What follows belongs to an exercise in optimizing a design on an open flow for small area, a short achievable clock period and few clock cycles per item; a production flow would make more cautious choices. Power figures rest on the tool's default switching activity, not on a simulated workload.

==> inputs of build 41 <==
==> flow/design.v (excerpt) <==
module snn_ff_core
(
    input  logic       CLK,
    input  logic       rst,
    input  logic [4:0] aer_in_addr,     
    input  logic       aer_in_req,
    output logic       aer_in_ack,
    input  logic       prog_en,
    input  logic [3:0] prog_pre,
    input  logic [2:0] prog_post,
    input  logic [7:0] prog_weight,
    output logic [2:0] aer_out_addr,
    output logic       aer_out_req,
    input  logic       aer_out_ack,
    output logic       sample_done,
    output logic [9:0] goodness
);
    localparam int NPRE  = 16;
    localparam int NPOST = 8;
    localparam int QD    = 2;                
    logic [NPOST*8-1:0] weights [NPRE];
    always_ff @(posedge CLK) begin
        if (prog_en) begin
            weights[prog_pre][prog_post*8 +: 8] <= prog_weight;
        end
    end
    logic            in_rdy;         
    logic            wv;             
    logic            wt;             
    logic [NPRE-1:0] wsel;           
    logic            take;
    logic            go;             
    assign aer_in_ack = aer_in_req & in_rdy;
    assign take       = aer_in_req & in_rdy;
    always_ff @(posedge CLK) begin
        if (take) begin
            wt <= aer_in_addr[4];
            for (int p = 0; p < NPRE; p++) wsel[p] <= (aer_in_addr[3:0] == 4'(p));
        end
    end
    logic [10:0]        mem    [NPOST];
    logic [10:0]        mem_ev [NPOST];
    logic [NPOST-1:0]   fmask;
    logic [NPOST*8-1:0] row;
    logic [2:0]         tick_no;
    logic               last;        
    always_comb begin
        row = '0;
        for (int p = 0; p < NPRE; p++) begin
            row = row | (weights[p] & {NPOST*8{wsel[p]}});
        end
    end
    always_comb begin
        for (int i = 0; i < NPOST; i++) begin
            logic [11:0] s;
  ...
==> module snn_ff_core, before the edit <==
module snn_ff_core
(
    input  logic       CLK,
    input  logic       rst,
    input  logic [4:0] aer_in_addr,     
    input  logic       aer_in_req,
    output logic       aer_in_ack,
    input  logic       prog_en,
    input  logic [3:0] prog_pre,
    input  logic [2:0] prog_post,
    input  logic [7:0] prog_weight,
    output logic [2:0] aer_out_addr,
    output logic       aer_out_req,
    input  logic       aer_out_ack,
    output logic       sample_done,
    output logic [9:0] goodness
);
    localparam int NPRE  = 16;
    localparam int NPOST = 8;
    localparam int QD    = 2;                
    logic [NPOST*8-1:0] weights [NPRE];
    always_ff @(posedge CLK) begin
        if (prog_en) begin
            weights[prog_pre][prog_post*8 +: 8] <= prog_weight;
        end
    end
    logic            in_rdy;         
    logic            wv;             
    logic            wt;             
    logic [NPRE-1:0] wsel;           
    logic            take;
    logic            go;             
    assign aer_in_ack = aer_in_req & in_rdy;
    assign take       = aer_in_req & in_rdy;
    always_ff @(posedge CLK) begin
        if (take) begin
            wt <= aer_in_addr[4];
            for (int p = 0; p < NPRE; p++) wsel[p] <= (aer_in_addr[3:0] == 4'(p));
        end
    end
    logic [10:0]        mem    [NPOST];
    logic [10:0]        mem_ev [NPOST];
    logic [NPOST-1:0]   fmask;
    logic [NPOST*8-1:0] row;
    logic [2:0]         tick_no;
    logic               last;        
    always_comb begin
        row = '0;
        for (int p = 0; p < NPRE; p++) begin
            row = row | (weights[p] & {NPOST*8{wsel[p]}});
        end
    end
    always_comb begin
        for (int i = 0; i < NPOST; i++) begin
            logic [11:0] s;
            s = {1'b0, mem[i]} + {{4{row[i*8+7]}}, row[i*8 +: 8]};
            if (s[11]) mem_ev[i] = row[i*8+7] ? 11'd0 : 11'd2047;
            else       mem_ev[i] = s[10:0];
            fmask[i] = |mem[i][10:6];
        end
    end
    assign last = (tick_no == 3'(8 - 1));
    logic [NPOST-1:0] hm;            
    logic             hl;            
    logic             hv;            
    logic [2:0]       ha;            
    logic [NPOST:0]   qe [QD];       
    logic [$clog2(QD+1)-1:0] qn;
    logic             ack_q;
    logic             sent;          
    logic             push;
    logic             qfull;
    logic [NPOST-1:0] hm_rest, hm_n;
    logic             hl_n;
    logic [$clog2(QD+1)-1:0] qn_n;
    logic             done_now;      
    logic             pop, byp, pushq;
    logic [2:0]       ha_n;
    assign aer_out_req  = hv & ~aer_out_ack;
    assign aer_out_addr = ha;
    assign sent         = aer_out_ack & ~ack_q & hv;
    assign qfull = (qn == QD);
    assign go    = wv & (~wt | ~qfull | ~(|fmask | last));
    assign push  = go & wt & (|fmask | last);
    always_comb begin
        hm_rest  = sent ? (hm & (hm - 1'b1)) : hm;
        done_now = (hm_rest == '0) && hl;
        pop      = (hm_rest == '0) && (qn != 0);
        byp      = (hm_rest == '0) && (qn == 0) && push;
        pushq    = push && !byp;
        qn_n     = qn - pop + pushq;
        if (pop) begin
            hm_n = qe[0][NPOST-1:0];
            hl_n = qe[0][NPOST];
        end else if (byp) begin
            hm_n = fmask;
            hl_n = last;
        end else begin
            hm_n = hm_rest;
            hl_n = hl && !done_now;
        end
        ha_n = '0;
        for (int i = NPOST - 1; i >= 0; i--) begin
            if (hm_n[i]) ha_n = 3'(i);
        end
    end
    always_ff @(posedge CLK) begin
        if (rst) begin
            hm    <= '0;
            hl    <= 1'b0;
            hv    <= 1'b0;
            qn    <= '0;
            ack_q <= 1'b0;
        end else begin
            hm    <= hm_n;
            hl    <= hl_n;
            hv    <= |hm_n;
            qn    <= qn_n;
            ack_q <= aer_out_ack;
        end
        ha <= ha_n;
    end
    always_ff @(posedge CLK) begin
        for (int i = 0; i < QD; i++) begin
            if (pushq && qn - pop == $bits(qn)'(i)) qe[i] <= {last, fmask};
            else if (pop && i < QD - 1)               qe[i] <= qe[i + 1];
        end
    end
    always_ff @(posedge CLK) begin
        if (rst) begin
            wv      <= 1'b0;
            in_rdy  <= 1'b1;
            tick_no <= '0;
            for (int i = 0; i < NPOST; i++) mem[i] <= '0;
        end else begin
            wv     <= take | (wv & ~go);
            in_rdy <= ~(take ? (aer_in_addr[4] & (qn_n == QD))
                             : (wv & ~go & wt & (qn_n == QD)));
            if (go) begin
                if (!wt) begin
                    for (int i = 0; i < NPOST; i++) mem[i] <= mem_ev[i];
                end else begin
                    tick_no <= tick_no + 1'b1;
                    for (int i = 0; i < NPOST; i++) begin
                        if (fmask[i] || last) mem[i] <= '0;
                    end
                end
            end
        end
    end
    logic       s1;              
    logic [2:0] sq;              
    logic       fin;             
    logic [2:0] cnt [NPOST];     
    logic [9:0] gsum;
    assign goodness = gsum;
    always_ff @(posedge CLK) begin
        sq <= ha;
        if (rst) begin
            s1          <= 1'b0;
            fin         <= 1'b0;
            sample_done <= 1'b0;
            gsum        <= '0;
            for (int i = 0; i < NPOST; i++) cnt[i] <= '0;
        end else begin
            s1          <= sent;
            fin         <= done_now;
            sample_done <= fin;
            if (sample_done) begin
                gsum <= '0;
                for (int i = 0; i < NPOST; i++) cnt[i] <= '0;
            end else if (s1) begin
                gsum    <= gsum + {6'd0, cnt[sq], 1'b1};
                cnt[sq] <= cnt[sq] + 1'b1;
            end
        end
    end
endmodule
clock: 9.0 ns
lec_check: 0
abc_clock_period_in_ps: 4000
cap_margin: 20
core_margin: 2
core_utilization: 40
setup_slack_margin: 5
slew_margin: 20
run.sh (not shown) runs the stock make flow with config.mk's settings and CLKGATE_MAP_FILE= SYNTH_SCRIPT=/design/flow/synth_recipe.tcl, a recipe that flattens the netlist after the stock synthesis.
==> build 8: changes against build 41 <==
--- a/flow/design.v
+++ b/flow/design.v
@@ -43,9 +43,17 @@
     localparam int NPOST = 8;
     localparam int QD    = 2;                
     logic [NPOST*8-1:0] weights [NPRE];
-    always_ff @(posedge CLK) begin
-        if (prog_en) begin
-            weights[prog_pre][prog_post*8 +: 8] <= prog_weight;
+    logic               pe_q;
+    logic [3:0]         pp_q;
+    logic [2:0]         pq_q;
+    logic [7:0]         pw_q;
+    always_ff @(posedge CLK) begin
+        pe_q <= prog_en & ~rst;
+        pp_q <= prog_pre;
+        pq_q <= prog_post;
+        pw_q <= prog_weight;
+        if (pe_q) begin
+            weights[pp_q][pq_q*8 +: 8] <= pw_q;
         end
     end
     logic            in_rdy;         
@@ -57,10 +65,8 @@
     assign aer_in_ack = aer_in_req & in_rdy;
     assign take       = aer_in_req & in_rdy;
     always_ff @(posedge CLK) begin
-        if (take) begin
-            wt <= aer_in_addr[4];
-            for (int p = 0; p < NPRE; p++) wsel[p] <= (aer_in_addr[3:0] == 4'(p));
-        end
+        if (take) wt <= aer_in_addr[4];
+        for (int p = 0; p < NPRE; p++) wsel[p] <= (aer_in_addr[3:0] == 4'(p));
     end
     logic [10:0]        mem    [NPOST];
     logic [10:0]        mem_ev [NPOST];
ABC_CLOCK_PERIOD_IN_PS = not set   (was 4000)
CORE_UTILIZATION = 60   (was 40)
==> qor summary <==
item                                                             build 8        build 41
Part of the power in the clock network                             40.3%           33.1%
Top-area cell type share of the netlist area                       65.7%           66.9%
Area of placed instances                                     0.0503 mm^2     0.0510 mm^2
Maximum fanout encountered on the critical timing path                34              16
Power of the combinational group                                 1480 uW         4020 uW
Number of buffers added by the clock tree synthesis step             120             117
WHS                                                               369 ps          366 ps
Routed WL                                                         147 mm          150 mm
Slew at the pin closest to its max-slew limit                    1280 ps         1210 ps
Post-synthesis sequential area ratio                               72.1%           72.0%
Met2 Routed Length                                               69.2 mm         70.3 mm
Logic inverters                                                       63              54
Run status                                                finished clean  finished clean
Number of global-route vias before repair                          30200           29500
Arrival time of data at the critical path endpoint               4510 ps         4610 ps
Crit path depth                                                       13               4
Overall power consumption                                       13100 uW        15600 uW
Row count                                                            104             127
Met3 wirelength from detailed routing                            16.3 mm         15.2 mm
Met3 capacity usage during global routing                          7.67%           4.36%
Multi-input gate area                                        0.0131 mm^2     0.0138 mm^2
Number of distinct library cells after synthesis                      73              78
No functional check of the RTL was part of any run of this note.

* * *

==> job 6736: inputs <==
==> flow/design.v <==
`timescale 1ns/10ps
package aer_pkg;
    typedef logic [$clog2(16)-1:0]  pre_addr_t;
    typedef logic [$clog2(8)-1:0] post_addr_t;
    typedef struct packed {
        logic      tick;
        pre_addr_t addr;
    } aer_in_t;
    typedef post_addr_t aer_out_t;
endpackage
`timescale 1ns/10ps
package neuron_pkg;
    typedef logic signed [8-1:0] weight_t;
    typedef logic [8*8-1:0] weight_row_t;
    typedef logic signed [12-1:0] membrane_t;
    typedef logic [$clog2(8+1)-1:0] spike_cnt_t;
    typedef logic [$clog2(8*8*8+1)-1:0] goodness_t;
endpackage
`timescale 1ns/10ps
`timescale 1ns/10ps
`timescale 1ns/10ps
`timescale 1ns/10ps
`timescale 1ns/10ps
`timescale 1ns/10ps
module snn_ff_core
(
    input  logic       CLK,
    input  logic       rst,
    input  logic [4:0] aer_in_addr,     
    input  logic       aer_in_req,
    output logic       aer_in_ack,
    input  logic       prog_en,
    input  logic [3:0] prog_pre,
    input  logic [2:0] prog_post,
    input  logic [7:0] prog_weight,
    output logic [2:0] aer_out_addr,
    output logic       aer_out_req,
    input  logic       aer_out_ack,
    output logic       sample_done,
    output logic [9:0] goodness
);
    localparam int NPRE  = 16;
    localparam int NPOST = 8;
    localparam int QD    = 2;                
    logic [NPOST*8-1:0] st [NPRE];
    logic [3:0]         ph;
    logic       bv, av;          
    logic [3:0] bj;              
    logic [2:0] aj;              
    logic [2:0] bq, aq;          
    logic [7:0] bw, aw;          
    always_ff @(posedge CLK) begin
        ph <= ph + 1'b1;
        bj <= prog_pre + ph + 4'd2;
        bq <= prog_post;
        bw <= prog_weight;
        aj <= bj[3:1] + 3'd1;
        aq <= bq;
        aw <= bw;
        if (rst) begin
            bv <= 1'b0;
            av <= 1'b0;
        end else begin
            bv <= prog_en;
            av <= bv & bj[0];
        end
    end
    logic [NPOST-1:0] selb [NPRE/2];
    logic [NPOST-1:0] sela [NPRE/2];
    always_comb begin
        for (int m = 0; m < NPRE / 2; m++) begin
            for (int q = 0; q < NPOST; q++) begin
                selb[m][q] = bv && !bj[0] && bj[3:1] == 3'(m) && bq == 3'(q);
                sela[m][q] = av && aj == 3'(m) && aq == 3'(q) && !selb[m][q];
            end
        end
    end
    logic [7:0] st_in [NPRE/2][NPOST];
    for (genvar m = 0; m < NPRE / 2; m++) begin : g_inj
        for (genvar q = 0; q < NPOST; q++) begin : g_q
            snn_aoi222 #(.W(8)) u_inj (
                .a(sela[m][q]), .da((m % 2 == 1) ? aw : ~aw),
                .b(selb[m][q]), .db((m % 2 == 1) ? bw : ~bw),
                .c(!sela[m][q] && !selb[m][q]), .dc(st[(2*m+NPRE-1)%NPRE][q*8 +: 8]),
                .y(st_in[m][q])
            );
        end
    end
    always_ff @(posedge CLK) begin
        for (int m = 0; m < NPRE / 2; m++) begin
            st[2*m+1] <= st[2*m];
            for (int q = 0; q < NPOST; q++) begin
                st[2*m][q*8 +: 8] <= st_in[m][q];
            end
        end
    end
    logic            in_rdy;         
    logic            wv;             
    logic            wt;             
    logic [NPRE-1:0] wsel;           
    logic            take;
    logic            go;             
    assign aer_in_ack = aer_in_req & in_rdy;
    assign take       = aer_in_req & in_rdy;
    logic [3:0] rpos;
    assign rpos = aer_in_addr[3:0] + ph + 4'd1;
    always_ff @(posedge CLK) begin
        if (take) wt <= aer_in_addr[4];
        for (int p = 0; p < NPRE; p++) wsel[p] <= (rpos == 4'(p));
        wneg <= rpos[1];
    end
    logic [10:0]        mem    [NPOST];
    logic [10:0]        mem_ev [NPOST];
    logic [NPOST-1:0]   fmask;
    logic [NPOST*8-1:0] row;
    logic [2:0]         tick_no;
    logic               last;        
    logic               wneg;        
    logic [NPOST*8-1:0] row_t, row_n;
    always_comb begin
        row_t = '0;
        row_n = '0;
        for (int p = 0; p < NPRE; p++) begin
            if ((p / 2) % 2 == 1) row_n = row_n | (st[p] & {NPOST*8{wsel[p]}});
            else                  row_t = row_t | (st[p] & {NPOST*8{wsel[p]}});
        end
        row = row_t | ({NPOST*8{wneg}} & ~row_n);
    end
    always_comb begin
        for (int i = 0; i < NPOST; i++) begin
            logic [11:0] s;
            s = {1'b0, mem[i]} + {{4{row[i*8+7]}}, row[i*8 +: 8]};
            if (s[11]) mem_ev[i] = row[i*8+7] ? 11'd0 : 11'd2047;
            else       mem_ev[i] = s[10:0];
            fmask[i] = |mem[i][10:6];
        end
    end
    assign last = (tick_no == 3'(8 - 1));
    logic [NPOST-1:0] hm;            
    logic             hl;            
    logic             hv;            
    logic [2:0]       ha;            
    logic [NPOST:0]   qe [QD];       
    logic [$clog2(QD+1)-1:0] qn;
    logic             ack_q;
    logic             sent;          
    logic             push;
    logic             qfull;
    logic [NPOST-1:0] hm_rest, hm_n;
    logic             hl_n;
    logic [$clog2(QD+1)-1:0] qn_n;
    logic             done_now;      
    logic             pop, byp, pushq;
    logic [2:0]       ha_n;
    assign aer_out_req  = hv & ~aer_out_ack;
    assign aer_out_addr = ha;
    assign sent         = aer_out_ack & ~ack_q & hv;
    assign qfull = (qn == QD);
    assign go    = wv & (~wt | ~qfull | ~(|fmask | last));
    assign push  = go & wt & (|fmask | last);
    always_comb begin
        hm_rest  = sent ? (hm & (hm - 1'b1)) : hm;
        done_now = (hm_rest == '0) && hl;
        pop      = (hm_rest == '0) && (qn != 0);
        byp      = (hm_rest == '0) && (qn == 0) && push;
        pushq    = push && !byp;
        qn_n     = qn - pop + pushq;
        if (pop) begin
            hm_n = qe[0][NPOST-1:0];
            hl_n = qe[0][NPOST];
        end else if (byp) begin
            hm_n = fmask;
            hl_n = last;
        end else begin
            hm_n = hm_rest;
            hl_n = hl && !done_now;
        end
        ha_n = '0;
        for (int i = NPOST - 1; i >= 0; i--) begin
            if (hm_n[i]) ha_n = 3'(i);
        end
    end
    always_ff @(posedge CLK) begin
        if (rst) begin
            hm    <= '0;
            hl    <= 1'b0;
            hv    <= 1'b0;
            qn    <= '0;
            ack_q <= 1'b0;
        end else begin
            hm    <= hm_n;
            hl    <= hl_n;
            hv    <= |hm_n;
            qn    <= qn_n;
            ack_q <= aer_out_ack;
        end
        ha <= ha_n;
    end
    always_ff @(posedge CLK) begin
        for (int i = 0; i < QD; i++) begin
            if (pushq && qn - pop == $bits(qn)'(i)) qe[i] <= {last, fmask};
            else if (pop && i < QD - 1)               qe[i] <= qe[i + 1];
        end
    end
    always_ff @(posedge CLK) begin
        if (rst) begin
            wv      <= 1'b0;
            in_rdy  <= 1'b1;
            tick_no <= '0;
            for (int i = 0; i < NPOST; i++) mem[i] <= '0;
        end else begin
            wv     <= take | (wv & ~go);
            in_rdy <= ~prog_en & ~(take ? (aer_in_addr[4] & (qn_n == QD))
                                        : (wv & ~go & wt & (qn_n == QD)));
            if (go) begin
                if (!wt) begin
                    for (int i = 0; i < NPOST; i++) mem[i] <= mem_ev[i];
                end else begin
                    tick_no <= tick_no + 1'b1;
                    for (int i = 0; i < NPOST; i++) begin
                        if (fmask[i] || last) mem[i] <= '0;
                    end
                end
            end
        end
    end
    logic       s1;              
    logic [2:0] sq;              
    logic       fin;             
    logic [2:0] cnt [NPOST];     
    logic [9:0] gsum;
    assign goodness = gsum;
    always_ff @(posedge CLK) begin
        sq <= ha;
        if (rst) begin
            s1          <= 1'b0;
            fin         <= 1'b0;
            sample_done <= 1'b0;
            gsum        <= '0;
            for (int i = 0; i < NPOST; i++) cnt[i] <= '0;
        end else begin
            s1          <= sent;
            fin         <= done_now;
            sample_done <= fin;
            if (sample_done) begin
                gsum <= '0;
                for (int i = 0; i < NPOST; i++) cnt[i] <= '0;
            end else if (s1) begin
                gsum    <= gsum + {6'd0, cnt[sq], 1'b1};
                cnt[sq] <= cnt[sq] + 1'b1;
            end
        end
    end
endmodule
module snn_aoi222 #(parameter int W = 8)
(
    input  logic         a,
    input  logic [W-1:0] da,
    input  logic         b,
    input  logic [W-1:0] db,
    input  logic         c,
    input  logic [W-1:0] dc,
    output logic [W-1:0] y
);
    assign y = ~(({W{a}} & da) | ({W{b}} & db) | ({W{c}} & dc));
endmodule
==> flow/run.sh <==
#!/bin/bash
# synth_recipe.tcl (not shown) runs the flow's synth.tcl, then flattens the netlist and writes it again
# the make line also repeats each setting of config.mk as NAME=value (left out here)
make -C /OpenROAD-flow-scripts/flow DESIGN_CONFIG=/design/flow/config.mk WORK_HOME=/design/flow/orfs CLKGATE_MAP_FILE= SYNTH_SCRIPT=/design/flow/synth_recipe.tcl finish
==> flow/config.mk <==
export PLATFORM = sky130hd
export DESIGN_NAME = snn_ff_core
export DESIGN_NICKNAME = snn_ff_core
export VERILOG_FILES = /design/flow/design.v
export SDC_FILE = /design/flow/constraint.sdc
export NUM_CORES = 4
export LEC_CHECK = 0
export CAP_MARGIN = 20
export CORE_MARGIN = 2
export CORE_UTILIZATION = 60
export SETUP_SLACK_MARGIN = 5
export SLEW_MARGIN = 20
export SYNTH_HIERARCHICAL = 1
==> flow/constraint.sdc <==
create_clock -name core_clock -period 9.0 [get_ports {CLK}]
set_input_delay 1.8000 -clock core_clock [delete_from_list [all_inputs] [get_ports {CLK}]]
set_output_delay 1.8000 -clock core_clock [all_outputs]
set_load 0.01 [all_outputs]
==> job 7085 (differences from job 6736) <==
==> flow/design.v, changed modules only <==
module snn_ff_core
(
    input  logic       CLK,
    input  logic       rst,
    input  logic [4:0] aer_in_addr,     
    input  logic       aer_in_req,
    output logic       aer_in_ack,
    input  logic       prog_en,
    input  logic [3:0] prog_pre,
    input  logic [2:0] prog_post,
    input  logic [7:0] prog_weight,
    output logic [2:0] aer_out_addr,
    output logic       aer_out_req,
    input  logic       aer_out_ack,
    output logic       sample_done,
    output logic [9:0] goodness
);
    localparam int NPRE  = 16;
    localparam int NPOST = 8;
    localparam int QD    = 2;                
    logic [NPOST*8-1:0] weights [NPRE];
    logic               pe_q;
    logic [3:0]         pp_q;
    logic [2:0]         pq_q;
    logic [7:0]         pw_q;
    always_ff @(posedge CLK) begin
        pe_q <= prog_en & ~rst;
        pp_q <= prog_pre;
        pq_q <= prog_post;
        pw_q <= prog_weight;
        if (pe_q) begin
            weights[pp_q][pq_q*8 +: 8] <= pw_q;
        end
    end
    logic            in_rdy;         
    logic            wv;             
    logic            wt;             
    logic [NPRE-1:0] wsel;           
    logic            take;
    logic            go;             
    assign aer_in_ack = aer_in_req & in_rdy;
    assign take       = aer_in_req & in_rdy;
    always_ff @(posedge CLK) begin
        if (take) begin
            wt <= aer_in_addr[4];
            for (int p = 0; p < NPRE; p++) wsel[p] <= (aer_in_addr[3:0] == 4'(p));
        end
    end
    logic [10:0]        mem    [NPOST];
    logic [10:0]        mem_ev [NPOST];
    logic [NPOST-1:0]   fmask;
    logic [NPOST*8-1:0] row;
    logic [2:0]         tick_no;
    logic               last;        
    always_comb begin
        row = '0;
        for (int p = 0; p < NPRE; p++) begin
            row = row | (weights[p] & {NPOST*8{wsel[p]}});
        end
    end
    always_comb begin
        for (int i = 0; i < NPOST; i++) begin
            logic [11:0] s;
            s = {1'b0, mem[i]} + {{4{row[i*8+7]}}, row[i*8 +: 8]};
            if (s[11]) mem_ev[i] = row[i*8+7] ? 11'd0 : 11'd2047;
            else       mem_ev[i] = s[10:0];
            fmask[i] = |mem[i][10:6];
        end
    end
    assign last = (tick_no == 3'(8 - 1));
    logic [NPOST-1:0] hm;            
    logic             hl;            
    logic             hv;            
    logic [2:0]       ha;            
    logic [NPOST:0]   qe [QD];       
    logic [$clog2(QD+1)-1:0] qn;
    logic             ack_q;
    logic             sent;          
    logic             push;
    logic             qfull;
    logic [NPOST-1:0] hm_rest, hm_n;
    logic             hl_n;
    logic [$clog2(QD+1)-1:0] qn_n;
    logic             done_now;      
    logic             pop, byp, pushq;
    logic [2:0]       ha_n;
    assign aer_out_req  = hv & ~aer_out_ack;
    assign aer_out_addr = ha;
    assign sent         = aer_out_ack & ~ack_q & hv;
    assign qfull = (qn == QD);
    assign go    = wv & (~wt | ~qfull | ~(|fmask | last));
    assign push  = go & wt & (|fmask | last);
    always_comb begin
        hm_rest  = sent ? (hm & (hm - 1'b1)) : hm;
        done_now = (hm_rest == '0) && hl;
        pop      = (hm_rest == '0) && (qn != 0);
        byp      = (hm_rest == '0) && (qn == 0) && push;
        pushq    = push && !byp;
        qn_n     = qn - pop + pushq;
        if (pop) begin
            hm_n = qe[0][NPOST-1:0];
            hl_n = qe[0][NPOST];
        end else if (byp) begin
            hm_n = fmask;
            hl_n = last;
        end else begin
            hm_n = hm_rest;
            hl_n = hl && !done_now;
        end
        ha_n = '0;
        for (int i = NPOST - 1; i >= 0; i--) begin
            if (hm_n[i]) ha_n = 3'(i);
        end
    end
    always_ff @(posedge CLK) begin
        if (rst) begin
            hm    <= '0;
            hl    <= 1'b0;
            hv    <= 1'b0;
            qn    <= '0;
            ack_q <= 1'b0;
        end else begin
            hm    <= hm_n;
            hl    <= hl_n;
            hv    <= |hm_n;
            qn    <= qn_n;
            ack_q <= aer_out_ack;
        end
        ha <= ha_n;
    end
    always_ff @(posedge CLK) begin
        for (int i = 0; i < QD; i++) begin
            if (pushq && qn - pop == $bits(qn)'(i)) qe[i] <= {last, fmask};
            else if (pop && i < QD - 1)               qe[i] <= qe[i + 1];
        end
    end
    always_ff @(posedge CLK) begin
        if (rst) begin
            wv      <= 1'b0;
            in_rdy  <= 1'b1;
            tick_no <= '0;
            for (int i = 0; i < NPOST; i++) mem[i] <= '0;
        end else begin
            wv     <= take | (wv & ~go);
            in_rdy <= ~(take ? (aer_in_addr[4] & (qn_n == QD))
                             : (wv & ~go & wt & (qn_n == QD)));
            if (go) begin
                if (!wt) begin
                    for (int i = 0; i < NPOST; i++) mem[i] <= mem_ev[i];
                end else begin
                    tick_no <= tick_no + 1'b1;
                    for (int i = 0; i < NPOST; i++) begin
                        if (fmask[i] || last) mem[i] <= '0;
                    end
                end
            end
        end
    end
    logic       s1;              
    logic [2:0] sq;              
    logic       fin;             
    logic [2:0] cnt [NPOST];     
    logic [9:0] gsum;
    assign goodness = gsum;
    always_ff @(posedge CLK) begin
        sq <= ha;
        if (rst) begin
            s1          <= 1'b0;
            fin         <= 1'b0;
            sample_done <= 1'b0;
            gsum        <= '0;
            for (int i = 0; i < NPOST; i++) cnt[i] <= '0;
        end else begin
            s1          <= sent;
            fin         <= done_now;
            sample_done <= fin;
            if (sample_done) begin
                gsum <= '0;
                for (int i = 0; i < NPOST; i++) cnt[i] <= '0;
            end else if (s1) begin
                gsum    <= gsum + {6'd0, cnt[sq], 1'b1};
                cnt[sq] <= cnt[sq] + 1'b1;
            end
        end
    end
endmodule
// module snn_aoi222 removed
--- a/flow/config.mk
+++ b/flow/config.mk
@@ -7,7 +7,6 @@
 export LEC_CHECK = 0
 export CAP_MARGIN = 20
 export CORE_MARGIN = 2
-export CORE_UTILIZATION = 60
+export CORE_UTILIZATION = 40
 export SETUP_SLACK_MARGIN = 5
 export SLEW_MARGIN = 20
-export SYNTH_HIERARCHICAL = 1
==> summary of the runs <==
Job 6736 completed with no timing, DRC or antenna violations. Job 7085 completed without violations. Core utilization: job 6736 is higher than job 7085 (23 points). Against job 7085, the clock power of job 6736 is higher by about 3%. Against job 7085, the routed wire length of job 6736 is larger by about 28%. Of job 7085 and job 6736, job 6736 has the higher clock-buffer cell count (gap 20). Between job 7085 and job 6736, the lower fmax is in job 7085 (gap about 0.6%, measured against job 6736). Between job 6736 and job 7085, the lower synthesized cell count is in job 7085 (gap 22%, measured against job 7085).
Function was not checked in any run of this note: the RTL went through the layout flow alone.

==> static timing again, ports no longer ideal <==
Ports are ideal in the flow. The routed layouts listed here were re-timed in OpenROAD.
Step 1 sets driving cells, clkbuf_16 on the clock port and buf_2 on the other inputs (assumed; they add their load-dependent delay and slew).
Step 2 times the ports against the registers' clock, not the clock port: input delays grow and output delays shrink by t, the midpoint of the rising clock arrivals with the driver on.
Three values: ideal ports, drivers, drivers and shift; two values: the first two.
run	shift t [ns]	setup slack, ns	worst hold slack (ns)	worst data-port slew with drivers (ns)
build 41	0.778	4.749 / 4.790 / 4.012	0.366 / 0.366 / 0.366	0.06
build 8	0.768	5.069 / 5.049 / 4.345	0.369 / 0.369 / 0.369	0.05
job 6736	0.766	4.896 / 4.896 / 4.354	0.342 / 0.342 / 0.342	0.06
job 7085	0.774	4.871 / 4.831 / 4.431	0.350 / 0.350 / 0.350	0.06
After both steps every run listed still meets setup and hold. For build 41, which loses most, drivers alone change the setup slack by +0.041 ns; drivers and shift together by -0.737 ns.
